Context: an optimization exercise on an open-source flow, tuned for small area and a short achievable clock period. The choices shown serve that exercise and are no tape-out recipe.
The RTL was checked by simulation tests, not by an equivalence proof against the original design.
Power and IR drop assume default switching activity.

==> flow/design.v, too long to show whole: its modules and the start of the top module <==
// module mul_simd_top: 1069 lines
module mul_simd_top
(
   input  logic        clk,
   input  logic        rst_n,
   input  logic        in_valid,
   input  logic [1:0]  op,
   input  logic [31:0] a,
   input  logic [31:0] b,
   output logic        out_valid,
   output logic [63:0] result
);
  // ...
==> flow/run.sh <==
#!/bin/bash
# synth_recipe.tcl (not shown) runs the flow's synth.tcl, then flattens the netlist and writes it again
# the make line also repeats each setting of config.mk as NAME=value (left out here)
make -C /OpenROAD-flow-scripts/flow DESIGN_CONFIG=/design/flow/config.mk WORK_HOME=/design/flow/orfs CLKGATE_MAP_FILE= SYNTH_SCRIPT=/design/flow/synth_recipe.tcl finish
==> flow/config.mk <==
export PLATFORM = sky130hd
export DESIGN_NAME = mul_simd_top
export DESIGN_NICKNAME = mul_simd_top
export VERILOG_FILES = /design/flow/design.v
export SDC_FILE = /design/flow/constraint.sdc
export NUM_CORES = 4
export LEC_CHECK = 0
export CAP_MARGIN = 20
export CORE_MARGIN = 2
export CORE_UTILIZATION = 40
export SETUP_SLACK_MARGIN = 5
export SLEW_MARGIN = 20
==> flow/constraint.sdc <==
create_clock -name core_clock -period 9.5 [get_ports {clk}]
set_input_delay 1.9000 -clock core_clock [delete_from_list [all_inputs] [get_ports {clk}]]
set_output_delay 1.9000 -clock core_clock [all_outputs]
set_load 0.01 [all_outputs]
==> impl_metrics.py, run 1 <==
metrics = {
    "routing": {
        "wirelength_um": 52400,
        "first_pass_iters": 5,
        "routed.top_layer": "met4",
    },
    "logic_synthesis": {
        "synth-edff-count": 0,
        "async_reset_ff_frac": 0.00766,
        "synth_fa_ha_area_frac": 0.268,
        "synth.avg_cell_area_sq_um": 9.45,
        "synth_compound_area_frac": 0.158,
    },
    "finish": {
        "multi_input_area_share": 0.593,
        "fillCellCount": 4992,
        "multi_input_comb_cells": 1519,
        "n_all_buffers": 180,
        "final_area_sq_mm": 0.0244,
    },
    "grt": {
        "grt_util_met3": 0.0258,
        "grt_overflow": 0,
    },
    "timing": {
        "setup_viol": 0,
        "fin_crit_sh": 0.516,
        "timing.setup.tns_ns": 0,
    },
    "power": {
        "p_seq_frac": 0.201,
        "pg_clk_w": 0.00119,
        "largestPowerGroup": "combinational logic",
        "p_clk_frac": 0.150,
        "peakVddDrop_uv": 222,
        "power_leakage_nw": 10.2,
    },
    "critical_path": {
        "critPathLaunch": "y1_r[0]",
        "critPathMaxFanout": 3,
        "worstPathCellList": "inv_2 > fa_2 > inv_2 > fa_2 > a21oi_4 > o22ai_2 > nor4_2 > a21oi_2 > a41oi_2 > buf_4 > a211oi_2 > xor2_1 > buf_2",
    },
    "clocking": {
        "cts.reportedPaths.clkPinSlew_ns": 0.06,
        "numCtsBuffers": 30,
    },
    "placed_design": {
        "portBuffers": 133,
        "placed_area_sq_mm": 0.0226,
    },
    "status": {
        "run_status": "finished clean",
    },
}
==> run 2: changes to the inputs <==
--- a/flow/design.v
+++ b/flow/design.v
@@ -526,19 +526,168 @@
    wire l0_c28_105 = (l0_c27_102 & l0_s28_104) | (l0_c27_102 & l0_c27_103) | (l0_s28_104 & l0_c27_103);
    wire l0_s29_106 = r0_r[21] ^ l0_pp6_17 ^ l0_pp7_15;
    wire l0_c29_106 = (r0_r[21] & l0_pp6_17) | (r0_r[21] & l0_pp7_15) | (l0_pp6_17 & l0_pp7_15);
    wire l0_hs29_16 = l0_c28_104 ^ l0_s29_106;
    wire l0_hc29_16 = l0_c28_104 & l0_s29_106;
    wire l0_s30_107 = r0_r[22] ^ l0_pp7_16 ^ l0_c29_106;
    wire l0_c30_107 = (r0_r[22] & l0_pp7_16) | (r0_r[22] & l0_c29_106) | (l0_pp7_16 & l0_c29_106);
    wire l0_s31_108 = r0_r[23] ^ l0_pp7_17 ^ l0_c30_107;
-   wire [15:0] l0_lx = {l0_hc14_9, l0_s14_38, l0_hc12_8, l0_hs12_8, l0_hc10_7, l0_s10_16, l0_hc8_6, l0_hc7_5, l0_s7_5, l0_hs6_4, l0_s5_1, l0_hs4_2, l0_hc2_0, l0_pp1_0, l0_pp0_1, bn0_r[0]};
-   wire [15:0] l0_ly = {l0_s15_45, l0_hs14_9, l0_s13_32, l0_c11_21, l0_s11_21, l0_hs10_7, l0_s9_12, l0_hs8_6, l0_hs7_5, l0_s6_3, l0_hs5_3, l0_s4_0, l0_hs3_1, l0_hs2_0, 1'b0, l0_pp0_0};
-   wire [16:0] l0_ls = {1'b0, l0_lx} + {1'b0, l0_ly};
+   wire l0_la_x0 = bn0_r[0];
+   wire l0_la_y0 = l0_pp0_0;
+   wire l0_la_g0 = l0_la_x0 & l0_la_y0;
+   wire l0_la_p0 = l0_la_x0 ^ l0_la_y0;
+   wire l0_la_x1 = l0_pp0_1;
+   wire l0_la_y1 = 1'b0;
+   wire l0_la_g1 = l0_la_x1 & l0_la_y1;
+   wire l0_la_p1 = l0_la_x1 ^ l0_la_y1;
+   wire l0_la_x2 = l0_pp1_0;
+   wire l0_la_y2 = l0_hs2_0;
+   wire l0_la_g2 = l0_la_x2 & l0_la_y2;
+   wire l0_la_p2 = l0_la_x2 ^ l0_la_y2;
+   wire l0_la_x3 = l0_hc2_0;
+   wire l0_la_y3 = l0_hs3_1;
+   wire l0_la_g3 = l0_la_x3 & l0_la_y3;
+   wire l0_la_p3 = l0_la_x3 ^ l0_la_y3;
+   wire l0_la_x4 = l0_hs4_2;
+   wire l0_la_y4 = l0_s4_0;
+   wire l0_la_g4 = l0_la_x4 & l0_la_y4;
+   wire l0_la_p4 = l0_la_x4 ^ l0_la_y4;
+   wire l0_la_x5 = l0_s5_1;
+   wire l0_la_y5 = l0_hs5_3;
+   wire l0_la_g5 = l0_la_x5 & l0_la_y5;
+   wire l0_la_p5 = l0_la_x5 ^ l0_la_y5;
+   wire l0_la_x6 = l0_hs6_4;
+   wire l0_la_y6 = l0_s6_3;
+   wire l0_la_g6 = l0_la_x6 & l0_la_y6;
+   wire l0_la_p6 = l0_la_x6 ^ l0_la_y6;
+   wire l0_la_x7 = l0_s7_5;
+   wire l0_la_y7 = l0_hs7_5;
+   wire l0_la_g7 = l0_la_x7 & l0_la_y7;
+   wire l0_la_p7 = l0_la_x7 ^ l0_la_y7;
+   wire l0_la_x8 = l0_hc7_5;
+   wire l0_la_y8 = l0_hs8_6;
+   wire l0_la_g8 = l0_la_x8 & l0_la_y8;
+   wire l0_la_p8 = l0_la_x8 ^ l0_la_y8;
+   wire l0_la_x9 = l0_hc8_6;
+   wire l0_la_y9 = l0_s9_12;
+   wire l0_la_g9 = l0_la_x9 & l0_la_y9;
+   wire l0_la_p9 = l0_la_x9 ^ l0_la_y9;
+   wire l0_la_x10 = l0_s10_16;
+   wire l0_la_y10 = l0_hs10_7;
+   wire l0_la_g10 = l0_la_x10 & l0_la_y10;
+   wire l0_la_p10 = l0_la_x10 ^ l0_la_y10;
+   wire l0_la_x11 = l0_hc10_7;
+   wire l0_la_y11 = l0_s11_21;
+   wire l0_la_g11 = l0_la_x11 & l0_la_y11;
+   wire l0_la_p11 = l0_la_x11 ^ l0_la_y11;
+   wire l0_la_x12 = l0_hs12_8;
+   wire l0_la_y12 = l0_c11_21;
+   wire l0_la_g12 = l0_la_x12 & l0_la_y12;
+   wire l0_la_p12 = l0_la_x12 ^ l0_la_y12;
+   wire l0_la_x13 = l0_hc12_8;
+   wire l0_la_y13 = l0_s13_32;
+   wire l0_la_g13 = l0_la_x13 & l0_la_y13;
+   wire l0_la_p13 = l0_la_x13 ^ l0_la_y13;
+   wire l0_la_x14 = l0_s14_38;
+   wire l0_la_y14 = l0_hs14_9;
+   wire l0_la_g14 = l0_la_x14 & l0_la_y14;
+   wire l0_la_p14 = l0_la_x14 ^ l0_la_y14;
+   wire l0_la_x15 = l0_hc14_9;
+   wire l0_la_y15 = l0_s15_45;
+   wire l0_la_g15 = l0_la_x15 & l0_la_y15;
+   wire l0_la_p15 = l0_la_x15 ^ l0_la_y15;
+   wire l0_la_t0_1 = l0_la_p1 & l0_la_x0;
+   wire l0_la_G0_1 = l0_la_g1 | (l0_la_t0_1 & l0_la_y0);
+   wire l0_la_P0_1 = l0_la_p1 & l0_la_p0;
+   wire l0_la_t0_3 = l0_la_p3 & l0_la_x2;
+   wire l0_la_G0_3 = l0_la_g3 | (l0_la_t0_3 & l0_la_y2);
+   wire l0_la_P0_3 = l0_la_p3 & l0_la_p2;
+   wire l0_la_t0_5 = l0_la_p5 & l0_la_x4;
+   wire l0_la_G0_5 = l0_la_g5 | (l0_la_t0_5 & l0_la_y4);
+   wire l0_la_P0_5 = l0_la_p5 & l0_la_p4;
+   wire l0_la_t0_7 = l0_la_p7 & l0_la_x6;
+   wire l0_la_G0_7 = l0_la_g7 | (l0_la_t0_7 & l0_la_y6);
+   wire l0_la_P0_7 = l0_la_p7 & l0_la_p6;
+   wire l0_la_t0_9 = l0_la_p9 & l0_la_x8;
+   wire l0_la_G0_9 = l0_la_g9 | (l0_la_t0_9 & l0_la_y8);
+   wire l0_la_P0_9 = l0_la_p9 & l0_la_p8;
+   wire l0_la_t0_11 = l0_la_p11 & l0_la_x10;
+   wire l0_la_G0_11 = l0_la_g11 | (l0_la_t0_11 & l0_la_y10);
+   wire l0_la_P0_11 = l0_la_p11 & l0_la_p10;
+   wire l0_la_t0_13 = l0_la_p13 & l0_la_x12;
+   wire l0_la_G0_13 = l0_la_g13 | (l0_la_t0_13 & l0_la_y12);
+   wire l0_la_P0_13 = l0_la_p13 & l0_la_p12;
+   wire l0_la_t0_15 = l0_la_p15 & l0_la_x14;
+   wire l0_la_G0_15 = l0_la_g15 | (l0_la_t0_15 & l0_la_y14);
+   wire l0_la_P0_15 = l0_la_p15 & l0_la_p14;
+   wire l0_la_G1_2 = l0_la_g2 | (l0_la_p2 & l0_la_G0_1);
+   wire l0_la_P1_2 = l0_la_p2 & l0_la_P0_1;
+   wire l0_la_G1_3 = l0_la_G0_3 | (l0_la_P0_3 & l0_la_G0_1);
+   wire l0_la_P1_3 = l0_la_P0_3 & l0_la_P0_1;
+   wire l0_la_G1_6 = l0_la_g6 | (l0_la_p6 & l0_la_G0_5);
+   wire l0_la_P1_6 = l0_la_p6 & l0_la_P0_5;
+   wire l0_la_G1_7 = l0_la_G0_7 | (l0_la_P0_7 & l0_la_G0_5);
+   wire l0_la_P1_7 = l0_la_P0_7 & l0_la_P0_5;
+   wire l0_la_G1_10 = l0_la_g10 | (l0_la_p10 & l0_la_G0_9);
+   wire l0_la_P1_10 = l0_la_p10 & l0_la_P0_9;
+   wire l0_la_G1_11 = l0_la_G0_11 | (l0_la_P0_11 & l0_la_G0_9);
+   wire l0_la_P1_11 = l0_la_P0_11 & l0_la_P0_9;
+   wire l0_la_G1_14 = l0_la_g14 | (l0_la_p14 & l0_la_G0_13);
+   wire l0_la_P1_14 = l0_la_p14 & l0_la_P0_13;
+   wire l0_la_G1_15 = l0_la_G0_15 | (l0_la_P0_15 & l0_la_G0_13);
+   wire l0_la_P1_15 = l0_la_P0_15 & l0_la_P0_13;
+   wire l0_la_G2_4 = l0_la_g4 | (l0_la_p4 & l0_la_G1_3);
+   wire l0_la_P2_4 = l0_la_p4 & l0_la_P1_3;
+   wire l0_la_G2_5 = l0_la_G0_5 | (l0_la_P0_5 & l0_la_G1_3);
+   wire l0_la_P2_5 = l0_la_P0_5 & l0_la_P1_3;
+   wire l0_la_G2_6 = l0_la_G1_6 | (l0_la_P1_6 & l0_la_G1_3);
+   wire l0_la_P2_6 = l0_la_P1_6 & l0_la_P1_3;
+   wire l0_la_G2_7 = l0_la_G1_7 | (l0_la_P1_7 & l0_la_G1_3);
+   wire l0_la_P2_7 = l0_la_P1_7 & l0_la_P1_3;
+   wire l0_la_G2_12 = l0_la_g12 | (l0_la_p12 & l0_la_G1_11);
+   wire l0_la_P2_12 = l0_la_p12 & l0_la_P1_11;
+   wire l0_la_G2_13 = l0_la_G0_13 | (l0_la_P0_13 & l0_la_G1_11);
+   wire l0_la_P2_13 = l0_la_P0_13 & l0_la_P1_11;
+   wire l0_la_G2_14 = l0_la_G1_14 | (l0_la_P1_14 & l0_la_G1_11);
+   wire l0_la_P2_14 = l0_la_P1_14 & l0_la_P1_11;
+   wire l0_la_G2_15 = l0_la_G1_15 | (l0_la_P1_15 & l0_la_G1_11);
+   wire l0_la_P2_15 = l0_la_P1_15 & l0_la_P1_11;
+   wire l0_la_G3_8 = l0_la_g8 | (l0_la_p8 & l0_la_G2_7);
+   wire l0_la_P3_8 = l0_la_p8 & l0_la_P2_7;
+   wire l0_la_G3_9 = l0_la_G0_9 | (l0_la_P0_9 & l0_la_G2_7);
+   wire l0_la_P3_9 = l0_la_P0_9 & l0_la_P2_7;
+   wire l0_la_G3_10 = l0_la_G1_10 | (l0_la_P1_10 & l0_la_G2_7);
+   wire l0_la_P3_10 = l0_la_P1_10 & l0_la_P2_7;
+   wire l0_la_G3_11 = l0_la_G1_11 | (l0_la_P1_11 & l0_la_G2_7);
+   wire l0_la_P3_11 = l0_la_P1_11 & l0_la_P2_7;
+   wire l0_la_G3_12 = l0_la_G2_12 | (l0_la_P2_12 & l0_la_G2_7);
+   wire l0_la_P3_12 = l0_la_P2_12 & l0_la_P2_7;
+   wire l0_la_G3_13 = l0_la_G2_13 | (l0_la_P2_13 & l0_la_G2_7);
+   wire l0_la_P3_13 = l0_la_P2_13 & l0_la_P2_7;
+   wire l0_la_G3_14 = l0_la_G2_14 | (l0_la_P2_14 & l0_la_G2_7);
+   wire l0_la_P3_14 = l0_la_P2_14 & l0_la_P2_7;
+   wire l0_la_G3_15 = l0_la_G2_15 | (l0_la_P2_15 & l0_la_G2_7);
+   wire l0_la_P3_15 = l0_la_P2_15 & l0_la_P2_7;
+   wire l0_la_s1 = l0_la_p1 ^ l0_la_g0;
+   wire l0_la_s2 = l0_la_p2 ^ l0_la_G0_1;
+   wire l0_la_s3 = l0_la_p3 ^ l0_la_G1_2;
+   wire l0_la_s4 = l0_la_p4 ^ l0_la_G1_3;
+   wire l0_la_s5 = l0_la_p5 ^ l0_la_G2_4;
+   wire l0_la_s6 = l0_la_p6 ^ l0_la_G2_5;
+   wire l0_la_s7 = l0_la_p7 ^ l0_la_G2_6;
+   wire l0_la_s8 = l0_la_p8 ^ l0_la_G2_7;
+   wire l0_la_s9 = l0_la_p9 ^ l0_la_G3_8;
+   wire l0_la_s10 = l0_la_p10 ^ l0_la_G3_9;
+   wire l0_la_s11 = l0_la_p11 ^ l0_la_G3_10;
+   wire l0_la_s12 = l0_la_p12 ^ l0_la_G3_11;
+   wire l0_la_s13 = l0_la_p13 ^ l0_la_G3_12;
+   wire l0_la_s14 = l0_la_p14 ^ l0_la_G3_13;
+   wire l0_la_s15 = l0_la_p15 ^ l0_la_G3_14;
+   wire l0_cyk = l0_la_G3_15 & w0_r[3];
    wire l1_onew0 = bo1_r[0] & w1_r[1];
    wire l1_twow0 = bt1_r[0] & w1_r[2];
    wire l1_nnw0 = ~bn1_r[0] & w1_r[3];
    wire l1_onew1 = bo1_r[1] & w1_r[0];
    wire l1_twow1 = bt1_r[1] & w1_r[1];
    wire l1_nnw1 = ~bn1_r[1] & w1_r[2];
    wire l1_onew2 = bo1_r[2] & w1_r[3];
    wire l1_twow2 = bt1_r[2] & w1_r[0];
@@ -951,39 +1100,188 @@
    wire l1_c28_105 = (l1_c27_102 & l1_s28_104) | (l1_c27_102 & l1_c27_103) | (l1_s28_104 & l1_c27_103);
    wire l1_s29_106 = r1_r[21] ^ l1_pp6_17 ^ l1_pp7_15;
    wire l1_c29_106 = (r1_r[21] & l1_pp6_17) | (r1_r[21] & l1_pp7_15) | (l1_pp6_17 & l1_pp7_15);
    wire l1_hs29_16 = l1_c28_104 ^ l1_s29_106;
    wire l1_hc29_16 = l1_c28_104 & l1_s29_106;
    wire l1_s30_107 = r1_r[22] ^ l1_pp7_16 ^ l1_c29_106;
    wire l1_c30_107 = (r1_r[22] & l1_pp7_16) | (r1_r[22] & l1_c29_106) | (l1_pp7_16 & l1_c29_106);
    wire l1_s31_108 = r1_r[23] ^ l1_pp7_17 ^ l1_c30_107;
-   wire [15:0] l1_lx = {l1_hc14_9, l1_s14_38, l1_hc12_8, l1_hs12_8, l1_hc10_7, l1_s10_16, l1_hc8_6, l1_hc7_5, l1_s7_5, l1_hs6_4, l1_s5_1, l1_hs4_2, l1_hc2_0, l1_pp1_0, l1_pp0_1, bn1_r[0]};
-   wire [15:0] l1_ly = {l1_s15_45, l1_hs14_9, l1_s13_32, l1_c11_21, l1_s11_21, l1_hs10_7, l1_s9_12, l1_hs8_6, l1_hs7_5, l1_s6_3, l1_hs5_3, l1_s4_0, l1_hs3_1, l1_hs2_0, 1'b0, l1_pp0_0};
-   wire [16:0] l1_ls = {1'b0, l1_lx} + {1'b0, l1_ly};
+   wire l1_la_x0 = bn1_r[0];
+   wire l1_la_y0 = l1_pp0_0;
+   wire l1_la_g0 = l1_la_x0 & l1_la_y0;
+   wire l1_la_p0 = l1_la_x0 ^ l1_la_y0;
+   wire l1_la_x1 = l1_pp0_1;
+   wire l1_la_y1 = 1'b0;
+   wire l1_la_g1 = l1_la_x1 & l1_la_y1;
+   wire l1_la_p1 = l1_la_x1 ^ l1_la_y1;
+   wire l1_la_x2 = l1_pp1_0;
+   wire l1_la_y2 = l1_hs2_0;
+   wire l1_la_g2 = l1_la_x2 & l1_la_y2;
+   wire l1_la_p2 = l1_la_x2 ^ l1_la_y2;
+   wire l1_la_x3 = l1_hc2_0;
+   wire l1_la_y3 = l1_hs3_1;
+   wire l1_la_g3 = l1_la_x3 & l1_la_y3;
+   wire l1_la_p3 = l1_la_x3 ^ l1_la_y3;
+   wire l1_la_x4 = l1_hs4_2;
+   wire l1_la_y4 = l1_s4_0;
+   wire l1_la_g4 = l1_la_x4 & l1_la_y4;
+   wire l1_la_p4 = l1_la_x4 ^ l1_la_y4;
+   wire l1_la_x5 = l1_s5_1;
+   wire l1_la_y5 = l1_hs5_3;
+   wire l1_la_g5 = l1_la_x5 & l1_la_y5;
+   wire l1_la_p5 = l1_la_x5 ^ l1_la_y5;
+   wire l1_la_x6 = l1_hs6_4;
+   wire l1_la_y6 = l1_s6_3;
+   wire l1_la_g6 = l1_la_x6 & l1_la_y6;
+   wire l1_la_p6 = l1_la_x6 ^ l1_la_y6;
+   wire l1_la_x7 = l1_s7_5;
+   wire l1_la_y7 = l1_hs7_5;
+   wire l1_la_g7 = l1_la_x7 & l1_la_y7;
+   wire l1_la_p7 = l1_la_x7 ^ l1_la_y7;
+   wire l1_la_x8 = l1_hc7_5;
+   wire l1_la_y8 = l1_hs8_6;
+   wire l1_la_g8 = l1_la_x8 & l1_la_y8;
+   wire l1_la_p8 = l1_la_x8 ^ l1_la_y8;
+   wire l1_la_x9 = l1_hc8_6;
+   wire l1_la_y9 = l1_s9_12;
+   wire l1_la_g9 = l1_la_x9 & l1_la_y9;
+   wire l1_la_p9 = l1_la_x9 ^ l1_la_y9;
+   wire l1_la_x10 = l1_s10_16;
+   wire l1_la_y10 = l1_hs10_7;
+   wire l1_la_g10 = l1_la_x10 & l1_la_y10;
+   wire l1_la_p10 = l1_la_x10 ^ l1_la_y10;
+   wire l1_la_x11 = l1_hc10_7;
+   wire l1_la_y11 = l1_s11_21;
+   wire l1_la_g11 = l1_la_x11 & l1_la_y11;
+   wire l1_la_p11 = l1_la_x11 ^ l1_la_y11;
+   wire l1_la_x12 = l1_hs12_8;
+   wire l1_la_y12 = l1_c11_21;
+   wire l1_la_g12 = l1_la_x12 & l1_la_y12;
+   wire l1_la_p12 = l1_la_x12 ^ l1_la_y12;
+   wire l1_la_x13 = l1_hc12_8;
+   wire l1_la_y13 = l1_s13_32;
+   wire l1_la_g13 = l1_la_x13 & l1_la_y13;
+   wire l1_la_p13 = l1_la_x13 ^ l1_la_y13;
+   wire l1_la_x14 = l1_s14_38;
+   wire l1_la_y14 = l1_hs14_9;
+   wire l1_la_g14 = l1_la_x14 & l1_la_y14;
+   wire l1_la_p14 = l1_la_x14 ^ l1_la_y14;
+   wire l1_la_x15 = l1_hc14_9;
+   wire l1_la_y15 = l1_s15_45;
+   wire l1_la_g15 = l1_la_x15 & l1_la_y15;
+   wire l1_la_p15 = l1_la_x15 ^ l1_la_y15;
+   wire l1_la_t0_1 = l1_la_p1 & l1_la_x0;
+   wire l1_la_G0_1 = l1_la_g1 | (l1_la_t0_1 & l1_la_y0);
+   wire l1_la_P0_1 = l1_la_p1 & l1_la_p0;
+   wire l1_la_t0_3 = l1_la_p3 & l1_la_x2;
+   wire l1_la_G0_3 = l1_la_g3 | (l1_la_t0_3 & l1_la_y2);
+   wire l1_la_P0_3 = l1_la_p3 & l1_la_p2;
+   wire l1_la_t0_5 = l1_la_p5 & l1_la_x4;
+   wire l1_la_G0_5 = l1_la_g5 | (l1_la_t0_5 & l1_la_y4);
+   wire l1_la_P0_5 = l1_la_p5 & l1_la_p4;
+   wire l1_la_t0_7 = l1_la_p7 & l1_la_x6;
+   wire l1_la_G0_7 = l1_la_g7 | (l1_la_t0_7 & l1_la_y6);
+   wire l1_la_P0_7 = l1_la_p7 & l1_la_p6;
+   wire l1_la_t0_9 = l1_la_p9 & l1_la_x8;
+   wire l1_la_G0_9 = l1_la_g9 | (l1_la_t0_9 & l1_la_y8);
+   wire l1_la_P0_9 = l1_la_p9 & l1_la_p8;
+   wire l1_la_t0_11 = l1_la_p11 & l1_la_x10;
+   wire l1_la_G0_11 = l1_la_g11 | (l1_la_t0_11 & l1_la_y10);
+   wire l1_la_P0_11 = l1_la_p11 & l1_la_p10;
+   wire l1_la_t0_13 = l1_la_p13 & l1_la_x12;
+   wire l1_la_G0_13 = l1_la_g13 | (l1_la_t0_13 & l1_la_y12);
+   wire l1_la_P0_13 = l1_la_p13 & l1_la_p12;
+   wire l1_la_t0_15 = l1_la_p15 & l1_la_x14;
+   wire l1_la_G0_15 = l1_la_g15 | (l1_la_t0_15 & l1_la_y14);
+   wire l1_la_P0_15 = l1_la_p15 & l1_la_p14;
+   wire l1_la_G1_2 = l1_la_g2 | (l1_la_p2 & l1_la_G0_1);
+   wire l1_la_P1_2 = l1_la_p2 & l1_la_P0_1;
+   wire l1_la_G1_3 = l1_la_G0_3 | (l1_la_P0_3 & l1_la_G0_1);
+   wire l1_la_P1_3 = l1_la_P0_3 & l1_la_P0_1;
+   wire l1_la_G1_6 = l1_la_g6 | (l1_la_p6 & l1_la_G0_5);
+   wire l1_la_P1_6 = l1_la_p6 & l1_la_P0_5;
+   wire l1_la_G1_7 = l1_la_G0_7 | (l1_la_P0_7 & l1_la_G0_5);
+   wire l1_la_P1_7 = l1_la_P0_7 & l1_la_P0_5;
+   wire l1_la_G1_10 = l1_la_g10 | (l1_la_p10 & l1_la_G0_9);
+   wire l1_la_P1_10 = l1_la_p10 & l1_la_P0_9;
+   wire l1_la_G1_11 = l1_la_G0_11 | (l1_la_P0_11 & l1_la_G0_9);
+   wire l1_la_P1_11 = l1_la_P0_11 & l1_la_P0_9;
+   wire l1_la_G1_14 = l1_la_g14 | (l1_la_p14 & l1_la_G0_13);
+   wire l1_la_P1_14 = l1_la_p14 & l1_la_P0_13;
+   wire l1_la_G1_15 = l1_la_G0_15 | (l1_la_P0_15 & l1_la_G0_13);
+   wire l1_la_P1_15 = l1_la_P0_15 & l1_la_P0_13;
+   wire l1_la_G2_4 = l1_la_g4 | (l1_la_p4 & l1_la_G1_3);
+   wire l1_la_P2_4 = l1_la_p4 & l1_la_P1_3;
+   wire l1_la_G2_5 = l1_la_G0_5 | (l1_la_P0_5 & l1_la_G1_3);
+   wire l1_la_P2_5 = l1_la_P0_5 & l1_la_P1_3;
+   wire l1_la_G2_6 = l1_la_G1_6 | (l1_la_P1_6 & l1_la_G1_3);
+   wire l1_la_P2_6 = l1_la_P1_6 & l1_la_P1_3;
+   wire l1_la_G2_7 = l1_la_G1_7 | (l1_la_P1_7 & l1_la_G1_3);
+   wire l1_la_P2_7 = l1_la_P1_7 & l1_la_P1_3;
+   wire l1_la_G2_12 = l1_la_g12 | (l1_la_p12 & l1_la_G1_11);
+   wire l1_la_P2_12 = l1_la_p12 & l1_la_P1_11;
+   wire l1_la_G2_13 = l1_la_G0_13 | (l1_la_P0_13 & l1_la_G1_11);
+   wire l1_la_P2_13 = l1_la_P0_13 & l1_la_P1_11;
+   wire l1_la_G2_14 = l1_la_G1_14 | (l1_la_P1_14 & l1_la_G1_11);
+   wire l1_la_P2_14 = l1_la_P1_14 & l1_la_P1_11;
+   wire l1_la_G2_15 = l1_la_G1_15 | (l1_la_P1_15 & l1_la_G1_11);
+   wire l1_la_P2_15 = l1_la_P1_15 & l1_la_P1_11;
+   wire l1_la_G3_8 = l1_la_g8 | (l1_la_p8 & l1_la_G2_7);
+   wire l1_la_P3_8 = l1_la_p8 & l1_la_P2_7;
+   wire l1_la_G3_9 = l1_la_G0_9 | (l1_la_P0_9 & l1_la_G2_7);
+   wire l1_la_P3_9 = l1_la_P0_9 & l1_la_P2_7;
+   wire l1_la_G3_10 = l1_la_G1_10 | (l1_la_P1_10 & l1_la_G2_7);
+   wire l1_la_P3_10 = l1_la_P1_10 & l1_la_P2_7;
+   wire l1_la_G3_11 = l1_la_G1_11 | (l1_la_P1_11 & l1_la_G2_7);
+   wire l1_la_P3_11 = l1_la_P1_11 & l1_la_P2_7;
+   wire l1_la_G3_12 = l1_la_G2_12 | (l1_la_P2_12 & l1_la_G2_7);
+   wire l1_la_P3_12 = l1_la_P2_12 & l1_la_P2_7;
+   wire l1_la_G3_13 = l1_la_G2_13 | (l1_la_P2_13 & l1_la_G2_7);
+   wire l1_la_P3_13 = l1_la_P2_13 & l1_la_P2_7;
+   wire l1_la_G3_14 = l1_la_G2_14 | (l1_la_P2_14 & l1_la_G2_7);
+   wire l1_la_P3_14 = l1_la_P2_14 & l1_la_P2_7;
+   wire l1_la_G3_15 = l1_la_G2_15 | (l1_la_P2_15 & l1_la_G2_7);
+   wire l1_la_P3_15 = l1_la_P2_15 & l1_la_P2_7;
+   wire l1_la_s1 = l1_la_p1 ^ l1_la_g0;
+   wire l1_la_s2 = l1_la_p2 ^ l1_la_G0_1;
+   wire l1_la_s3 = l1_la_p3 ^ l1_la_G1_2;
+   wire l1_la_s4 = l1_la_p4 ^ l1_la_G1_3;
+   wire l1_la_s5 = l1_la_p5 ^ l1_la_G2_4;
+   wire l1_la_s6 = l1_la_p6 ^ l1_la_G2_5;
+   wire l1_la_s7 = l1_la_p7 ^ l1_la_G2_6;
+   wire l1_la_s8 = l1_la_p8 ^ l1_la_G2_7;
+   wire l1_la_s9 = l1_la_p9 ^ l1_la_G3_8;
+   wire l1_la_s10 = l1_la_p10 ^ l1_la_G3_9;
+   wire l1_la_s11 = l1_la_p11 ^ l1_la_G3_10;
+   wire l1_la_s12 = l1_la_p12 ^ l1_la_G3_11;
+   wire l1_la_s13 = l1_la_p13 ^ l1_la_G3_12;
+   wire l1_la_s14 = l1_la_p14 ^ l1_la_G3_13;
+   wire l1_la_s15 = l1_la_p15 ^ l1_la_G3_14;
+   wire l1_cyk = l1_la_G3_15 & w1_r[3];
    always_ff @(posedge clk) begin
       w20_r <= w0_r[0];
       w21_r <= w1_r[0];
-      lo0_r[0] <= l0_ls[0];
-      lo0_r[1] <= l0_ls[1];
-      lo0_r[2] <= l0_ls[2];
-      lo0_r[3] <= l0_ls[3];
-      lo0_r[4] <= l0_ls[4];
-      lo0_r[5] <= l0_ls[5];
-      lo0_r[6] <= l0_ls[6];
-      lo0_r[7] <= l0_ls[7];
-      lo0_r[8] <= l0_ls[8];
-      lo0_r[9] <= l0_ls[9];
-      lo0_r[10] <= l0_ls[10];
-      lo0_r[11] <= l0_ls[11];
-      lo0_r[12] <= l0_ls[12];
-      lo0_r[13] <= l0_ls[13];
-      lo0_r[14] <= l0_ls[14];
-      lo0_r[15] <= l0_ls[15];
-      cy0_r <= (l0_ls[16] & w0_r[3]);
+      lo0_r[0] <= l0_la_p0;
+      lo0_r[1] <= l0_la_s1;
+      lo0_r[2] <= l0_la_s2;
+      lo0_r[3] <= l0_la_s3;
+      lo0_r[4] <= l0_la_s4;
+      lo0_r[5] <= l0_la_s5;
+      lo0_r[6] <= l0_la_s6;
+      lo0_r[7] <= l0_la_s7;
+      lo0_r[8] <= l0_la_s8;
+      lo0_r[9] <= l0_la_s9;
+      lo0_r[10] <= l0_la_s10;
+      lo0_r[11] <= l0_la_s11;
+      lo0_r[12] <= l0_la_s12;
+      lo0_r[13] <= l0_la_s13;
+      lo0_r[14] <= l0_la_s14;
+      lo0_r[15] <= l0_la_s15;
+      cy0_r <= l0_cyk;
       x0_r[16] <= l0_s16_52;
       y0_r[16] <= l0_c15_45_k;
       x0_r[17] <= l0_c16_52;
       y0_r[17] <= l0_s17_59;
       x0_r[18] <= l0_s18_65;
       y0_r[18] <= l0_hs18_10;
       x0_r[19] <= l0_hc18_10;
       y0_r[19] <= l0_hs19_11;
@@ -1006,33 +1304,33 @@
       x0_r[28] <= l0_hc27_15;
       y0_r[28] <= l0_s28_105;
       x0_r[29] <= l0_hs29_16;
       y0_r[29] <= l0_c28_105;
       x0_r[30] <= l0_hc29_16;
       y0_r[30] <= l0_s30_107;
       x0_r[31] <= l0_s31_108;
       y0_r[31] <= 1'b0;
-      lo1_r[0] <= l1_ls[0];
-      lo1_r[1] <= l1_ls[1];
-      lo1_r[2] <= l1_ls[2];
-      lo1_r[3] <= l1_ls[3];
-      lo1_r[4] <= l1_ls[4];
-      lo1_r[5] <= l1_ls[5];
-      lo1_r[6] <= l1_ls[6];
-      lo1_r[7] <= l1_ls[7];
-      lo1_r[8] <= l1_ls[8];
-      lo1_r[9] <= l1_ls[9];
-      lo1_r[10] <= l1_ls[10];
-      lo1_r[11] <= l1_ls[11];
-      lo1_r[12] <= l1_ls[12];
-      lo1_r[13] <= l1_ls[13];
-      lo1_r[14] <= l1_ls[14];
-      lo1_r[15] <= l1_ls[15];
-      cy1_r <= (l1_ls[16] & w1_r[3]);
+      lo1_r[0] <= l1_la_p0;
+      lo1_r[1] <= l1_la_s1;
+      lo1_r[2] <= l1_la_s2;
+      lo1_r[3] <= l1_la_s3;
+      lo1_r[4] <= l1_la_s4;
+      lo1_r[5] <= l1_la_s5;
+      lo1_r[6] <= l1_la_s6;
+      lo1_r[7] <= l1_la_s7;
+      lo1_r[8] <= l1_la_s8;
+      lo1_r[9] <= l1_la_s9;
+      lo1_r[10] <= l1_la_s10;
+      lo1_r[11] <= l1_la_s11;
+      lo1_r[12] <= l1_la_s12;
+      lo1_r[13] <= l1_la_s13;
+      lo1_r[14] <= l1_la_s14;
+      lo1_r[15] <= l1_la_s15;
+      cy1_r <= l1_cyk;
       x1_r[16] <= l1_s16_52;
       y1_r[16] <= l1_c15_45_k;
       x1_r[17] <= l1_c16_52;
       y1_r[17] <= l1_s17_59;
       x1_r[18] <= l1_s18_65;
       y1_r[18] <= l1_hs18_10;
       x1_r[19] <= l1_hc18_10;
       y1_r[19] <= l1_hs19_11;
@@ -1056,15 +1354,379 @@
       y1_r[28] <= l1_s28_105;
       x1_r[29] <= l1_hs29_16;
       y1_r[29] <= l1_c28_105;
       x1_r[30] <= l1_hc29_16;
       y1_r[30] <= l1_s30_107;
       x1_r[31] <= l1_s31_108;
       y1_r[31] <= 1'b0;
    end
-   logic [15:0] f0_hi;
-   assign f0_hi = x0_r[31:16] + y0_r[31:16] + {15'd0, cy0_r};
-   assign result[31:0] = {f0_hi, lo0_r};
-   logic [15:0] f1_hi;
-   assign f1_hi = x1_r[31:16] + y1_r[31:16] + {15'd0, cy1_r};
-   assign result[63:32] = {f1_hi, lo1_r};
+   wire f0_x0 = x0_r[16];
+   wire f0_y0 = y0_r[16];
+   wire f0_g0 = f0_x0 & f0_y0;
+   wire f0_p0 = f0_x0 ^ f0_y0;
+   wire f0_x1 = x0_r[17];
+   wire f0_y1 = y0_r[17];
+   wire f0_g1 = f0_x1 & f0_y1;
+   wire f0_p1 = f0_x1 ^ f0_y1;
+   wire f0_x2 = x0_r[18];
+   wire f0_y2 = y0_r[18];
+   wire f0_g2 = f0_x2 & f0_y2;
+   wire f0_p2 = f0_x2 ^ f0_y2;
+   wire f0_x3 = x0_r[19];
+   wire f0_y3 = y0_r[19];
+   wire f0_g3 = f0_x3 & f0_y3;
+   wire f0_p3 = f0_x3 ^ f0_y3;
+   wire f0_x4 = x0_r[20];
+   wire f0_y4 = y0_r[20];
+   wire f0_g4 = f0_x4 & f0_y4;
+   wire f0_p4 = f0_x4 ^ f0_y4;
+   wire f0_x5 = x0_r[21];
+   wire f0_y5 = y0_r[21];
+   wire f0_g5 = f0_x5 & f0_y5;
+   wire f0_p5 = f0_x5 ^ f0_y5;
+   wire f0_x6 = x0_r[22];
+   wire f0_y6 = y0_r[22];
+   wire f0_g6 = f0_x6 & f0_y6;
+   wire f0_p6 = f0_x6 ^ f0_y6;
+   wire f0_x7 = x0_r[23];
+   wire f0_y7 = y0_r[23];
+   wire f0_g7 = f0_x7 & f0_y7;
+   wire f0_p7 = f0_x7 ^ f0_y7;
+   wire f0_x8 = x0_r[24];
+   wire f0_y8 = y0_r[24];
+   wire f0_g8 = f0_x8 & f0_y8;
+   wire f0_p8 = f0_x8 ^ f0_y8;
+   wire f0_x9 = x0_r[25];
+   wire f0_y9 = y0_r[25];
+   wire f0_g9 = f0_x9 & f0_y9;
+   wire f0_p9 = f0_x9 ^ f0_y9;
+   wire f0_x10 = x0_r[26];
+   wire f0_y10 = y0_r[26];
+   wire f0_g10 = f0_x10 & f0_y10;
+   wire f0_p10 = f0_x10 ^ f0_y10;
+   wire f0_x11 = x0_r[27];
+   wire f0_y11 = y0_r[27];
+   wire f0_g11 = f0_x11 & f0_y11;
+   wire f0_p11 = f0_x11 ^ f0_y11;
+   wire f0_x12 = x0_r[28];
+   wire f0_y12 = y0_r[28];
+   wire f0_g12 = f0_x12 & f0_y12;
+   wire f0_p12 = f0_x12 ^ f0_y12;
+   wire f0_x13 = x0_r[29];
+   wire f0_y13 = y0_r[29];
+   wire f0_g13 = f0_x13 & f0_y13;
+   wire f0_p13 = f0_x13 ^ f0_y13;
+   wire f0_x14 = x0_r[30];
+   wire f0_y14 = y0_r[30];
+   wire f0_g14 = f0_x14 & f0_y14;
+   wire f0_p14 = f0_x14 ^ f0_y14;
+   wire f0_x15 = x0_r[31];
+   wire f0_y15 = y0_r[31];
+   wire f0_g15 = f0_x15 & f0_y15;
+   wire f0_p15 = f0_x15 ^ f0_y15;
+   wire f0_t0_1 = f0_p1 & f0_x0;
+   wire f0_G0_1 = f0_g1 | (f0_t0_1 & f0_y0);
+   wire f0_P0_1 = f0_p1 & f0_p0;
+   wire f0_t0_3 = f0_p3 & f0_x2;
+   wire f0_G0_3 = f0_g3 | (f0_t0_3 & f0_y2);
+   wire f0_P0_3 = f0_p3 & f0_p2;
+   wire f0_t0_5 = f0_p5 & f0_x4;
+   wire f0_G0_5 = f0_g5 | (f0_t0_5 & f0_y4);
+   wire f0_P0_5 = f0_p5 & f0_p4;
+   wire f0_t0_7 = f0_p7 & f0_x6;
+   wire f0_G0_7 = f0_g7 | (f0_t0_7 & f0_y6);
+   wire f0_P0_7 = f0_p7 & f0_p6;
+   wire f0_t0_9 = f0_p9 & f0_x8;
+   wire f0_G0_9 = f0_g9 | (f0_t0_9 & f0_y8);
+   wire f0_P0_9 = f0_p9 & f0_p8;
+   wire f0_t0_11 = f0_p11 & f0_x10;
+   wire f0_G0_11 = f0_g11 | (f0_t0_11 & f0_y10);
+   wire f0_P0_11 = f0_p11 & f0_p10;
+   wire f0_t0_13 = f0_p13 & f0_x12;
+   wire f0_G0_13 = f0_g13 | (f0_t0_13 & f0_y12);
+   wire f0_P0_13 = f0_p13 & f0_p12;
+   wire f0_t0_15 = f0_p15 & f0_x14;
+   wire f0_G0_15 = f0_g15 | (f0_t0_15 & f0_y14);
+   wire f0_P0_15 = f0_p15 & f0_p14;
+   wire f0_G1_2 = f0_g2 | (f0_p2 & f0_G0_1);
+   wire f0_P1_2 = f0_p2 & f0_P0_1;
+   wire f0_G1_3 = f0_G0_3 | (f0_P0_3 & f0_G0_1);
+   wire f0_P1_3 = f0_P0_3 & f0_P0_1;
+   wire f0_G1_6 = f0_g6 | (f0_p6 & f0_G0_5);
+   wire f0_P1_6 = f0_p6 & f0_P0_5;
+   wire f0_G1_7 = f0_G0_7 | (f0_P0_7 & f0_G0_5);
+   wire f0_P1_7 = f0_P0_7 & f0_P0_5;
+   wire f0_G1_10 = f0_g10 | (f0_p10 & f0_G0_9);
+   wire f0_P1_10 = f0_p10 & f0_P0_9;
+   wire f0_G1_11 = f0_G0_11 | (f0_P0_11 & f0_G0_9);
+   wire f0_P1_11 = f0_P0_11 & f0_P0_9;
+   wire f0_G1_14 = f0_g14 | (f0_p14 & f0_G0_13);
+   wire f0_P1_14 = f0_p14 & f0_P0_13;
+   wire f0_G1_15 = f0_G0_15 | (f0_P0_15 & f0_G0_13);
+   wire f0_P1_15 = f0_P0_15 & f0_P0_13;
+   wire f0_G2_4 = f0_g4 | (f0_p4 & f0_G1_3);
+   wire f0_P2_4 = f0_p4 & f0_P1_3;
+   wire f0_G2_5 = f0_G0_5 | (f0_P0_5 & f0_G1_3);
+   wire f0_P2_5 = f0_P0_5 & f0_P1_3;
+   wire f0_G2_6 = f0_G1_6 | (f0_P1_6 & f0_G1_3);
+   wire f0_P2_6 = f0_P1_6 & f0_P1_3;
+   wire f0_G2_7 = f0_G1_7 | (f0_P1_7 & f0_G1_3);
+   wire f0_P2_7 = f0_P1_7 & f0_P1_3;
+   wire f0_G2_12 = f0_g12 | (f0_p12 & f0_G1_11);
+   wire f0_P2_12 = f0_p12 & f0_P1_11;
+   wire f0_G2_13 = f0_G0_13 | (f0_P0_13 & f0_G1_11);
+   wire f0_P2_13 = f0_P0_13 & f0_P1_11;
+   wire f0_G2_14 = f0_G1_14 | (f0_P1_14 & f0_G1_11);
+   wire f0_P2_14 = f0_P1_14 & f0_P1_11;
+   wire f0_G2_15 = f0_G1_15 | (f0_P1_15 & f0_G1_11);
+   wire f0_P2_15 = f0_P1_15 & f0_P1_11;
+   wire f0_G3_8 = f0_g8 | (f0_p8 & f0_G2_7);
+   wire f0_P3_8 = f0_p8 & f0_P2_7;
+   wire f0_G3_9 = f0_G0_9 | (f0_P0_9 & f0_G2_7);
+   wire f0_P3_9 = f0_P0_9 & f0_P2_7;
+   wire f0_G3_10 = f0_G1_10 | (f0_P1_10 & f0_G2_7);
+   wire f0_P3_10 = f0_P1_10 & f0_P2_7;
+   wire f0_G3_11 = f0_G1_11 | (f0_P1_11 & f0_G2_7);
+   wire f0_P3_11 = f0_P1_11 & f0_P2_7;
+   wire f0_G3_12 = f0_G2_12 | (f0_P2_12 & f0_G2_7);
+   wire f0_P3_12 = f0_P2_12 & f0_P2_7;
+   wire f0_G3_13 = f0_G2_13 | (f0_P2_13 & f0_G2_7);
+   wire f0_P3_13 = f0_P2_13 & f0_P2_7;
+   wire f0_G3_14 = f0_G2_14 | (f0_P2_14 & f0_G2_7);
+   wire f0_P3_14 = f0_P2_14 & f0_P2_7;
+   wire f0_G3_15 = f0_G2_15 | (f0_P2_15 & f0_G2_7);
+   wire f0_P3_15 = f0_P2_15 & f0_P2_7;
+   wire f0_cc1 = f0_g0 | (f0_p0 & cy0_r);
+   wire f0_cc2 = f0_G0_1 | (f0_P0_1 & cy0_r);
+   wire f0_cc3 = f0_G1_2 | (f0_P1_2 & cy0_r);
+   wire f0_cc4 = f0_G1_3 | (f0_P1_3 & cy0_r);
+   wire f0_cc5 = f0_G2_4 | (f0_P2_4 & cy0_r);
+   wire f0_cc6 = f0_G2_5 | (f0_P2_5 & cy0_r);
+   wire f0_cc7 = f0_G2_6 | (f0_P2_6 & cy0_r);
+   wire f0_cc8 = f0_G2_7 | (f0_P2_7 & cy0_r);
+   wire f0_cc9 = f0_G3_8 | (f0_P3_8 & cy0_r);
+   wire f0_cc10 = f0_G3_9 | (f0_P3_9 & cy0_r);
+   wire f0_cc11 = f0_G3_10 | (f0_P3_10 & cy0_r);
+   wire f0_cc12 = f0_G3_11 | (f0_P3_11 & cy0_r);
+   wire f0_cc13 = f0_G3_12 | (f0_P3_12 & cy0_r);
+   wire f0_cc14 = f0_G3_13 | (f0_P3_13 & cy0_r);
+   wire f0_cc15 = f0_G3_14 | (f0_P3_14 & cy0_r);
+   wire f0_cc16 = f0_G3_15 | (f0_P3_15 & cy0_r);
+   wire f0_s0 = f0_p0 ^ cy0_r;
+   wire f0_s1 = f0_p1 ^ f0_cc1;
+   wire f0_s2 = f0_p2 ^ f0_cc2;
+   wire f0_s3 = f0_p3 ^ f0_cc3;
+   wire f0_s4 = f0_p4 ^ f0_cc4;
+   wire f0_s5 = f0_p5 ^ f0_cc5;
+   wire f0_s6 = f0_p6 ^ f0_cc6;
+   wire f0_s7 = f0_p7 ^ f0_cc7;
+   wire f0_s8 = f0_p8 ^ f0_cc8;
+   wire f0_s9 = f0_p9 ^ f0_cc9;
+   wire f0_s10 = f0_p10 ^ f0_cc10;
+   wire f0_s11 = f0_p11 ^ f0_cc11;
+   wire f0_s12 = f0_p12 ^ f0_cc12;
+   wire f0_s13 = f0_p13 ^ f0_cc13;
+   wire f0_s14 = f0_p14 ^ f0_cc14;
+   wire f0_s15 = f0_p15 ^ f0_cc15;
+   assign result[16] = f0_s0;
+   assign result[17] = f0_s1;
+   assign result[18] = f0_s2;
+   assign result[19] = f0_s3;
+   assign result[20] = f0_s4;
+   assign result[21] = f0_s5;
+   assign result[22] = f0_s6;
+   assign result[23] = f0_s7;
+   assign result[24] = f0_s8;
+   assign result[25] = f0_s9;
+   assign result[26] = f0_s10;
+   assign result[27] = f0_s11;
+   assign result[28] = f0_s12;
+   assign result[29] = f0_s13;
+   assign result[30] = f0_s14;
+   assign result[31] = f0_s15;
+   assign result[15:0] = lo0_r;
+   wire f1_x0 = x1_r[16];
+   wire f1_y0 = y1_r[16];
+   wire f1_g0 = f1_x0 & f1_y0;
+   wire f1_p0 = f1_x0 ^ f1_y0;
+   wire f1_x1 = x1_r[17];
+   wire f1_y1 = y1_r[17];
+   wire f1_g1 = f1_x1 & f1_y1;
+   wire f1_p1 = f1_x1 ^ f1_y1;
+   wire f1_x2 = x1_r[18];
+   wire f1_y2 = y1_r[18];
+   wire f1_g2 = f1_x2 & f1_y2;
+   wire f1_p2 = f1_x2 ^ f1_y2;
+   wire f1_x3 = x1_r[19];
+   wire f1_y3 = y1_r[19];
+   wire f1_g3 = f1_x3 & f1_y3;
+   wire f1_p3 = f1_x3 ^ f1_y3;
+   wire f1_x4 = x1_r[20];
+   wire f1_y4 = y1_r[20];
+   wire f1_g4 = f1_x4 & f1_y4;
+   wire f1_p4 = f1_x4 ^ f1_y4;
+   wire f1_x5 = x1_r[21];
+   wire f1_y5 = y1_r[21];
+   wire f1_g5 = f1_x5 & f1_y5;
+   wire f1_p5 = f1_x5 ^ f1_y5;
+   wire f1_x6 = x1_r[22];
+   wire f1_y6 = y1_r[22];
+   wire f1_g6 = f1_x6 & f1_y6;
+   wire f1_p6 = f1_x6 ^ f1_y6;
+   wire f1_x7 = x1_r[23];
+   wire f1_y7 = y1_r[23];
+   wire f1_g7 = f1_x7 & f1_y7;
+   wire f1_p7 = f1_x7 ^ f1_y7;
+   wire f1_x8 = x1_r[24];
+   wire f1_y8 = y1_r[24];
+   wire f1_g8 = f1_x8 & f1_y8;
+   wire f1_p8 = f1_x8 ^ f1_y8;
+   wire f1_x9 = x1_r[25];
+   wire f1_y9 = y1_r[25];
+   wire f1_g9 = f1_x9 & f1_y9;
+   wire f1_p9 = f1_x9 ^ f1_y9;
+   wire f1_x10 = x1_r[26];
+   wire f1_y10 = y1_r[26];
+   wire f1_g10 = f1_x10 & f1_y10;
+   wire f1_p10 = f1_x10 ^ f1_y10;
+   wire f1_x11 = x1_r[27];
+   wire f1_y11 = y1_r[27];
+   wire f1_g11 = f1_x11 & f1_y11;
+   wire f1_p11 = f1_x11 ^ f1_y11;
+   wire f1_x12 = x1_r[28];
+   wire f1_y12 = y1_r[28];
+   wire f1_g12 = f1_x12 & f1_y12;
+   wire f1_p12 = f1_x12 ^ f1_y12;
+   wire f1_x13 = x1_r[29];
+   wire f1_y13 = y1_r[29];
+   wire f1_g13 = f1_x13 & f1_y13;
+   wire f1_p13 = f1_x13 ^ f1_y13;
+   wire f1_x14 = x1_r[30];
+   wire f1_y14 = y1_r[30];
+   wire f1_g14 = f1_x14 & f1_y14;
+   wire f1_p14 = f1_x14 ^ f1_y14;
+   wire f1_x15 = x1_r[31];
+   wire f1_y15 = y1_r[31];
+   wire f1_g15 = f1_x15 & f1_y15;
+   wire f1_p15 = f1_x15 ^ f1_y15;
+   wire f1_t0_1 = f1_p1 & f1_x0;
+   wire f1_G0_1 = f1_g1 | (f1_t0_1 & f1_y0);
+   wire f1_P0_1 = f1_p1 & f1_p0;
+   wire f1_t0_3 = f1_p3 & f1_x2;
+   wire f1_G0_3 = f1_g3 | (f1_t0_3 & f1_y2);
+   wire f1_P0_3 = f1_p3 & f1_p2;
+   wire f1_t0_5 = f1_p5 & f1_x4;
+   wire f1_G0_5 = f1_g5 | (f1_t0_5 & f1_y4);
+   wire f1_P0_5 = f1_p5 & f1_p4;
+   wire f1_t0_7 = f1_p7 & f1_x6;
+   wire f1_G0_7 = f1_g7 | (f1_t0_7 & f1_y6);
+   wire f1_P0_7 = f1_p7 & f1_p6;
+   wire f1_t0_9 = f1_p9 & f1_x8;
+   wire f1_G0_9 = f1_g9 | (f1_t0_9 & f1_y8);
+   wire f1_P0_9 = f1_p9 & f1_p8;
+   wire f1_t0_11 = f1_p11 & f1_x10;
+   wire f1_G0_11 = f1_g11 | (f1_t0_11 & f1_y10);
+   wire f1_P0_11 = f1_p11 & f1_p10;
+   wire f1_t0_13 = f1_p13 & f1_x12;
+   wire f1_G0_13 = f1_g13 | (f1_t0_13 & f1_y12);
+   wire f1_P0_13 = f1_p13 & f1_p12;
+   wire f1_t0_15 = f1_p15 & f1_x14;
+   wire f1_G0_15 = f1_g15 | (f1_t0_15 & f1_y14);
+   wire f1_P0_15 = f1_p15 & f1_p14;
+   wire f1_G1_2 = f1_g2 | (f1_p2 & f1_G0_1);
+   wire f1_P1_2 = f1_p2 & f1_P0_1;
+   wire f1_G1_3 = f1_G0_3 | (f1_P0_3 & f1_G0_1);
+   wire f1_P1_3 = f1_P0_3 & f1_P0_1;
+   wire f1_G1_6 = f1_g6 | (f1_p6 & f1_G0_5);
+   wire f1_P1_6 = f1_p6 & f1_P0_5;
+   wire f1_G1_7 = f1_G0_7 | (f1_P0_7 & f1_G0_5);
+   wire f1_P1_7 = f1_P0_7 & f1_P0_5;
+   wire f1_G1_10 = f1_g10 | (f1_p10 & f1_G0_9);
+   wire f1_P1_10 = f1_p10 & f1_P0_9;
+   wire f1_G1_11 = f1_G0_11 | (f1_P0_11 & f1_G0_9);
+   wire f1_P1_11 = f1_P0_11 & f1_P0_9;
+   wire f1_G1_14 = f1_g14 | (f1_p14 & f1_G0_13);
+   wire f1_P1_14 = f1_p14 & f1_P0_13;
+   wire f1_G1_15 = f1_G0_15 | (f1_P0_15 & f1_G0_13);
+   wire f1_P1_15 = f1_P0_15 & f1_P0_13;
+   wire f1_G2_4 = f1_g4 | (f1_p4 & f1_G1_3);
+   wire f1_P2_4 = f1_p4 & f1_P1_3;
+   wire f1_G2_5 = f1_G0_5 | (f1_P0_5 & f1_G1_3);
+   wire f1_P2_5 = f1_P0_5 & f1_P1_3;
+   wire f1_G2_6 = f1_G1_6 | (f1_P1_6 & f1_G1_3);
+   wire f1_P2_6 = f1_P1_6 & f1_P1_3;
+   wire f1_G2_7 = f1_G1_7 | (f1_P1_7 & f1_G1_3);
+   wire f1_P2_7 = f1_P1_7 & f1_P1_3;
+   wire f1_G2_12 = f1_g12 | (f1_p12 & f1_G1_11);
+   wire f1_P2_12 = f1_p12 & f1_P1_11;
+   wire f1_G2_13 = f1_G0_13 | (f1_P0_13 & f1_G1_11);
+   wire f1_P2_13 = f1_P0_13 & f1_P1_11;
+   wire f1_G2_14 = f1_G1_14 | (f1_P1_14 & f1_G1_11);
+   wire f1_P2_14 = f1_P1_14 & f1_P1_11;
+   wire f1_G2_15 = f1_G1_15 | (f1_P1_15 & f1_G1_11);
+   wire f1_P2_15 = f1_P1_15 & f1_P1_11;
+   wire f1_G3_8 = f1_g8 | (f1_p8 & f1_G2_7);
+   wire f1_P3_8 = f1_p8 & f1_P2_7;
+   wire f1_G3_9 = f1_G0_9 | (f1_P0_9 & f1_G2_7);
+   wire f1_P3_9 = f1_P0_9 & f1_P2_7;
+   wire f1_G3_10 = f1_G1_10 | (f1_P1_10 & f1_G2_7);
+   wire f1_P3_10 = f1_P1_10 & f1_P2_7;
+   wire f1_G3_11 = f1_G1_11 | (f1_P1_11 & f1_G2_7);
+   wire f1_P3_11 = f1_P1_11 & f1_P2_7;
+   wire f1_G3_12 = f1_G2_12 | (f1_P2_12 & f1_G2_7);
+   wire f1_P3_12 = f1_P2_12 & f1_P2_7;
+   wire f1_G3_13 = f1_G2_13 | (f1_P2_13 & f1_G2_7);
+   wire f1_P3_13 = f1_P2_13 & f1_P2_7;
+   wire f1_G3_14 = f1_G2_14 | (f1_P2_14 & f1_G2_7);
+   wire f1_P3_14 = f1_P2_14 & f1_P2_7;
+   wire f1_G3_15 = f1_G2_15 | (f1_P2_15 & f1_G2_7);
+   wire f1_P3_15 = f1_P2_15 & f1_P2_7;
+   wire f1_cc1 = f1_g0 | (f1_p0 & cy1_r);
+   wire f1_cc2 = f1_G0_1 | (f1_P0_1 & cy1_r);
+   wire f1_cc3 = f1_G1_2 | (f1_P1_2 & cy1_r);
+   wire f1_cc4 = f1_G1_3 | (f1_P1_3 & cy1_r);
+   wire f1_cc5 = f1_G2_4 | (f1_P2_4 & cy1_r);
+   wire f1_cc6 = f1_G2_5 | (f1_P2_5 & cy1_r);
+   wire f1_cc7 = f1_G2_6 | (f1_P2_6 & cy1_r);
+   wire f1_cc8 = f1_G2_7 | (f1_P2_7 & cy1_r);
+   wire f1_cc9 = f1_G3_8 | (f1_P3_8 & cy1_r);
+   wire f1_cc10 = f1_G3_9 | (f1_P3_9 & cy1_r);
+   wire f1_cc11 = f1_G3_10 | (f1_P3_10 & cy1_r);
+   wire f1_cc12 = f1_G3_11 | (f1_P3_11 & cy1_r);
+   wire f1_cc13 = f1_G3_12 | (f1_P3_12 & cy1_r);
+   wire f1_cc14 = f1_G3_13 | (f1_P3_13 & cy1_r);
+   wire f1_cc15 = f1_G3_14 | (f1_P3_14 & cy1_r);
+   wire f1_cc16 = f1_G3_15 | (f1_P3_15 & cy1_r);
+   wire f1_s0 = f1_p0 ^ cy1_r;
+   wire f1_s1 = f1_p1 ^ f1_cc1;
+   wire f1_s2 = f1_p2 ^ f1_cc2;
+   wire f1_s3 = f1_p3 ^ f1_cc3;
+   wire f1_s4 = f1_p4 ^ f1_cc4;
+   wire f1_s5 = f1_p5 ^ f1_cc5;
+   wire f1_s6 = f1_p6 ^ f1_cc6;
+   wire f1_s7 = f1_p7 ^ f1_cc7;
+   wire f1_s8 = f1_p8 ^ f1_cc8;
+   wire f1_s9 = f1_p9 ^ f1_cc9;
+   wire f1_s10 = f1_p10 ^ f1_cc10;
+   wire f1_s11 = f1_p11 ^ f1_cc11;
+   wire f1_s12 = f1_p12 ^ f1_cc12;
+   wire f1_s13 = f1_p13 ^ f1_cc13;
+   wire f1_s14 = f1_p14 ^ f1_cc14;
+   wire f1_s15 = f1_p15 ^ f1_cc15;
+   assign result[48] = f1_s0;
+   assign result[49] = f1_s1;
+   assign result[50] = f1_s2;
+   assign result[51] = f1_s3;
+   assign result[52] = f1_s4;
+   assign result[53] = f1_s5;
+   assign result[54] = f1_s6;
+   assign result[55] = f1_s7;
+   assign result[56] = f1_s8;
+   assign result[57] = f1_s9;
+   assign result[58] = f1_s10;
+   assign result[59] = f1_s11;
+   assign result[60] = f1_s12;
+   assign result[61] = f1_s13;
+   assign result[62] = f1_s14;
+   assign result[63] = f1_s15;
+   assign result[47:32] = lo1_r;
 endmodule
==> flow/flow/run.sh (new file) <==
#!/bin/bash
# Own layout flow: the standard synthesis unchanged, then the standard ORFS
# steps with a few resizer settings changed:
#  - port buffers are buf cells (the default pick is a slow delay buffer),
#  - the resizer may swap cells across footprints,
#  - repair_timing aims for extra setup slack (see knobs.sh).
# Each step's full output goes to a log file in this folder.
set -euo pipefail
cd "$(dirname "$0")/.."
source flow/knobs.sh
bash standard.sh synth > flow_synth.log 2>&1
bash standard.sh "${KNOBS[@]}" finish > flow_layout.log 2>&1
==> flow/flow/knobs.sh (new file) <==
KNOBS=(
  MATCH_CELL_FOOTPRINT=0
  "BUFFER_PORTS_ARGS=-buffer_cell sky130_fd_sc_hd__buf_2"
  SETUP_SLACK_MARGIN=5
)
==> flow/standard.sh (new file) <==
#!/bin/bash
# synth_recipe.tcl (not shown) runs the flow's synth.tcl, then flattens the netlist and writes it again
# the make line also repeats each setting of config.mk as NAME=value (left out here)
make -C /OpenROAD-flow-scripts/flow DESIGN_CONFIG=/design/flow/config.mk WORK_HOME=/design/flow/orfs CLKGATE_MAP_FILE= SYNTH_SCRIPT=/design/flow/synth_recipe.tcl "${@:-finish}"
==> flow/config.mk (replaced) <==
export PLATFORM = sky130hd
export DESIGN_NAME = mul_simd_top
export DESIGN_NICKNAME = mul_simd_top
export VERILOG_FILES = /design/flow/design.v
export SDC_FILE = /design/flow/constraint.sdc
export NUM_CORES = 4
export LEC_CHECK = 0
export CAP_MARGIN = 20
export CORE_MARGIN = 2
export CORE_UTILIZATION = 40
export SLEW_MARGIN = 20
removed: flow/run.sh
==> run 2 against run 1 <==
Still clean. Sequential power about the same. Critical path depth fell by 4. Flip-flop and latch count is the same. Combinational power down 18%. Design area decreased by 5.4%. Worst hold slack improved by 0.024 ns. First-iteration DRC count grew 22%. Global-route usage about the same. Critical endpoint is now result[59]. Largest power group unchanged.
==> impl_metrics.py, run 2 <==
metrics = {
    "logic_synthesis": {
        "yosysSeqAreaShare": 0.249,
        "synth-edff-count": 0,
        "synth_seq_cells": 261,
        "synth_common_cells": "292 x inv_1, 259 x a22oi_1, 259 x dfxtp_1",
        "synth.avg_cell_area_sq_um": 9.56,
        "synthCells": 2195,
        "syn_area_sq_mm": 0.0210,
        "synth_fp_nets": 2590,
        "async_reset_ff_frac": 0.00766,
        "yosysTopAreaCell": "dfxtp_1",
        "yosysWarningCount": 1,
        "yosys.area.top_type_share": 0.247,
        "synthFlopType": "dfxtp_1",
        "ys_top_cells_by_area": "dfxtp_1 25%, fa_1 21%, a22oi_1 9.3%",
        "yosysMostFrequentCell": "inv_1",
        "ys_types": 68,
    },
    "critical_path": {
        "start_kind": "register",
        "crit_family": "compound AO/OA/AOI/OAI gates",
        "crit_buf_inv": 1,
        "cp_slowest_stage_delay_ns": 0.34,
        "worstPathCellList": "ha_4 > a22o_1 > a21oi_4 > o21ai_4 > a21o_1 > and2_4 > a311oi_2 > xnor2_1 > buf_2",
        "worstPathRequired_ns": 7.60,
        "worst-setup-path-type": "register to primary output",
        "worst-path-stages": 9,
        "critPathMaxFanout": 3,
        "critPathSlowestCell": "dfxtp_2",
        "critPathArrivalTime_ns": 2.63,
        "worstSetupEndpointType": "primary output",
        "reg2reg_depth": 16,
    },
    "timing": {
        "tightest_slew_ns": 0.978,
        "timing.setup.tns_ns": 0,
        "setup_viol": 0,
        "relSlewSlack": 0.346,
        "whs_ns": 0.382,
        "finalHoldViolations": 0,
        "skew_ns": 0.0262,
        "min_period_ns": 4.53,
        "rsz0062_at_grt": "true",
        "max_freq_mhz": 221,
        "fin_crit_sh": 0.477,
        "drv_slew": 0,
    },
    "clocking": {
        "cts.reportedPaths.clkPinSlew_ns": 0.06,
        "cts.htree.levels": 1,
        "numCtsBuffers": 31,
        "tritoncts": "built",
        "clock_path_buffers": 3,
        "clk-insertion-delay-late_ns": 0.59,
        "ctsRootBufferMaster": "clkbuf_16",
        "cts_sinks": 261,
    },
    "floorplan": {
        "rows": 83,
        "die_w_um": 233,
        "start_util": 0.407,
        "fp.dieH_um": 233,
        "core-area_sq_mm": 0.0516,
        "die-area_sq_mm": 0.0543,
        "io_pins": 134,
    },
    "routing": {
        "first_pass_iters": 5,
        "vias": 15000,
        "routedWlPerCell_um": 17.9,
        "ant_nets": 0,
        "drc": 0,
        "wirelength_um": 51700,
        "drt_iter0_markers": 1204,
        "vias_per_cell": 5.20,
    },
    "grt": {
        "use_met1": 0.283,
        "grtUsageMet2": 0.289,
        "grt_overflow": 0,
        "grt_max_degree": 71,
        "antenna_found_initial": 10,
        "grt_util_met3": 0.0348,
        "grt_pass1_wl_um": 83300,
        "first_global_vias": 15100,
        "grt.busiest_layer": "met2",
        "grt_use_total": 0.193,
    },
    "worst_hold_path": {
        "hold_path_depth": 0,
        "hold_class": "register to register",
    },
    "finish": {
        "layout.nets": 2573,
        "final_common_cell": "inv_1",
        "final_cell_mix": "292 x inv_1, 259 x a22oi_1, 226 x dfxtp_1, 224 x fa_1, 219 x xnor2_1",
        "drive_gt1_frac": 0.126,
        "fillCellCount": 4928,
        "syn2layout_area_growth_pct": 9.80,
        "regArea_sq_mm": 0.00529,
        "largestRegisters": "r0_r (24), r1_r (24)",
        "multi_input_area_sq_mm": 0.0138,
        "fin_cells": 2885,
    },
    "run": {
        "drv_cap": 0,
    },
    "status": {
        "run_status": "finished clean",
    },
    "power": {
        "fin_total_pwr_w": 0.00710,
        "peakVddDrop_uv": 222,
        "power_leakage_nw": 9.91,
        "p_per_area_mw_per_mm2": 308,
    },
    "placed_design": {
        "place_inst": 2815,
        "portBuffers": 133,
        "hpwl_um": 39900,
        "gp_congestion": 0.878,
    },
}
[run 2: changes by cell type after synthesis, sizes merged, moves of 12 or more]
cell and delta:
a21o -13, a31oi +16, buf +26, inv +21
nor2 -12, nor3 -15, xnor2 -22, xor2 +25
[run 2: worst paths after layout]
kind                               from  slack, ns         end
max in group asynchronous         rst_n       8.30   out_valid
worst min-delay path               v1_r       0.38   out_valid
worst max register to register  w0_r[0]       5.09   lo1_r[15]
worst max-delay path            y1_r[0]       4.97  result[59]
worst min register to register     v1_r       0.38   out_valid
min in group asynchronous         rst_n       1.09        v1_r
[run 2: logic make-up after synthesis]
| family | after synthesis | synth area share |
|---|---|---|
| AOI/OAI and AO/OA | 449 | 0.152 |
| xor gates and xnor gates | 372 | 0.155 |
| adders and majority gates | 326 | 0.274 |
| buffers and inverters | 500 | 0.0983 |
| DFF | 261 | 0.249 |
| muxes | 6 | 0.00292 |
| and+or+nand+nor | 281 | 0.0682 |
[run 2: worst reg2reg max path, cell delays in order (launching register included)]
cell and delay [ns]:
dfxtp_2 0.38, buf_12 0.21, nand2_4 0.14, xnor2_1 0.19, fa_1 0.56, inv_1 0.06
fa_1 0.45, fa_1 0.52, inv_1 0.05, fa_1 0.53, inv_1 0.04, ha_1 0.36
a31oi_1 0.21, nand3_1 0.13, a22oi_2 0.24, nor2b_2 0.19, xnor2_1 0.12
[run 2: area by class of cell]
type	instances	share of cell area
Multi-Input combinational cell	1434	0.599
Antenna cell	4	0.000434
Timing Repair Buffer	157	0.0387
Inverter	293	0.0477
Sequential cell	261	0.230
Tap cell	680	0.0369
Clock buffer	42	0.0389
Clock inverter	14	0.00928
[run 2: layer usage]
metal	vias to the layer above	wire [um]
met3	85	3570
met4	14	1180
met5	-	89
met1	7333	24200
li1	7061	-
met2	496	22600
[run 2: through the flow]
step | setup slack [ns] | cell area (sq um) | utilization
2_1_floorplan | 5.05 | 21000 | -
3_3_place_gp | 4.55 | 21700 | 0.420
3_5_place_dp | 4.47 | 21700 | 0.420
4_1_cts | 4.95 | 22900 | 0.444
5_1_grt | 4.85 | 23100 | 0.447
6_report | 4.97 | 23100 | 0.447
[run 2: what timing repair did]
item                       in CTS  in global routing
gates cloned                    0                  1
buffers inserted                8                  1
resized for setup              35                 29
hold buffers                    0                  0
pin swaps                      15                  3
setup endpoints to repair      20                 16
[run 2: power by group]
part | total [W] | internal (W) | switching [W] | leakage (nW)
clock | 0.00127 | 0.000793 | 0.000479 | 0.539
combinational | 0.00422 | 0.00192 | 0.00231 | 7.17
sequential | 0.00160 | 0.00140 | 0.000197 | 2.20

[what the ideal ports hide]
No port has a modelled driver above. Below, the same layouts with a new extraction and two added sets of constraints.
Step 1 (the two cells are an assumption about what drives the block):
set clk [get_ports {clk}]
set_driving_cell -lib_cell sky130_fd_sc_hd__clkbuf_16 $clk
set_driving_cell -lib_cell sky130_fd_sc_hd__buf_2 [delete_from_list [all_inputs] $clk]
Step 2 also shifts input and output timing later by t, the mid clock arrival at the registers, as if the neighbouring blocks saw the same clock.
Slacks: no drivers / after step 1 / after step 2; pairs: no drivers / after step 1.
run | shift t [ns] | slack for setup (ns) | worst setup path at the end | slew at the worst register clock pin (ns)
run 1 | 0.623 | 4.595 / 4.539 / 4.750 | input to register | 0.06 / 0.06
run 2 | 0.629 | 4.966 / 4.912 / 4.842 | input to register | 0.06 / 0.06
After both steps every run listed still meets setup and hold. The setup slack of run 2, which loses most, moves by -0.054 ns with the drivers and by -0.124 ns with both steps.
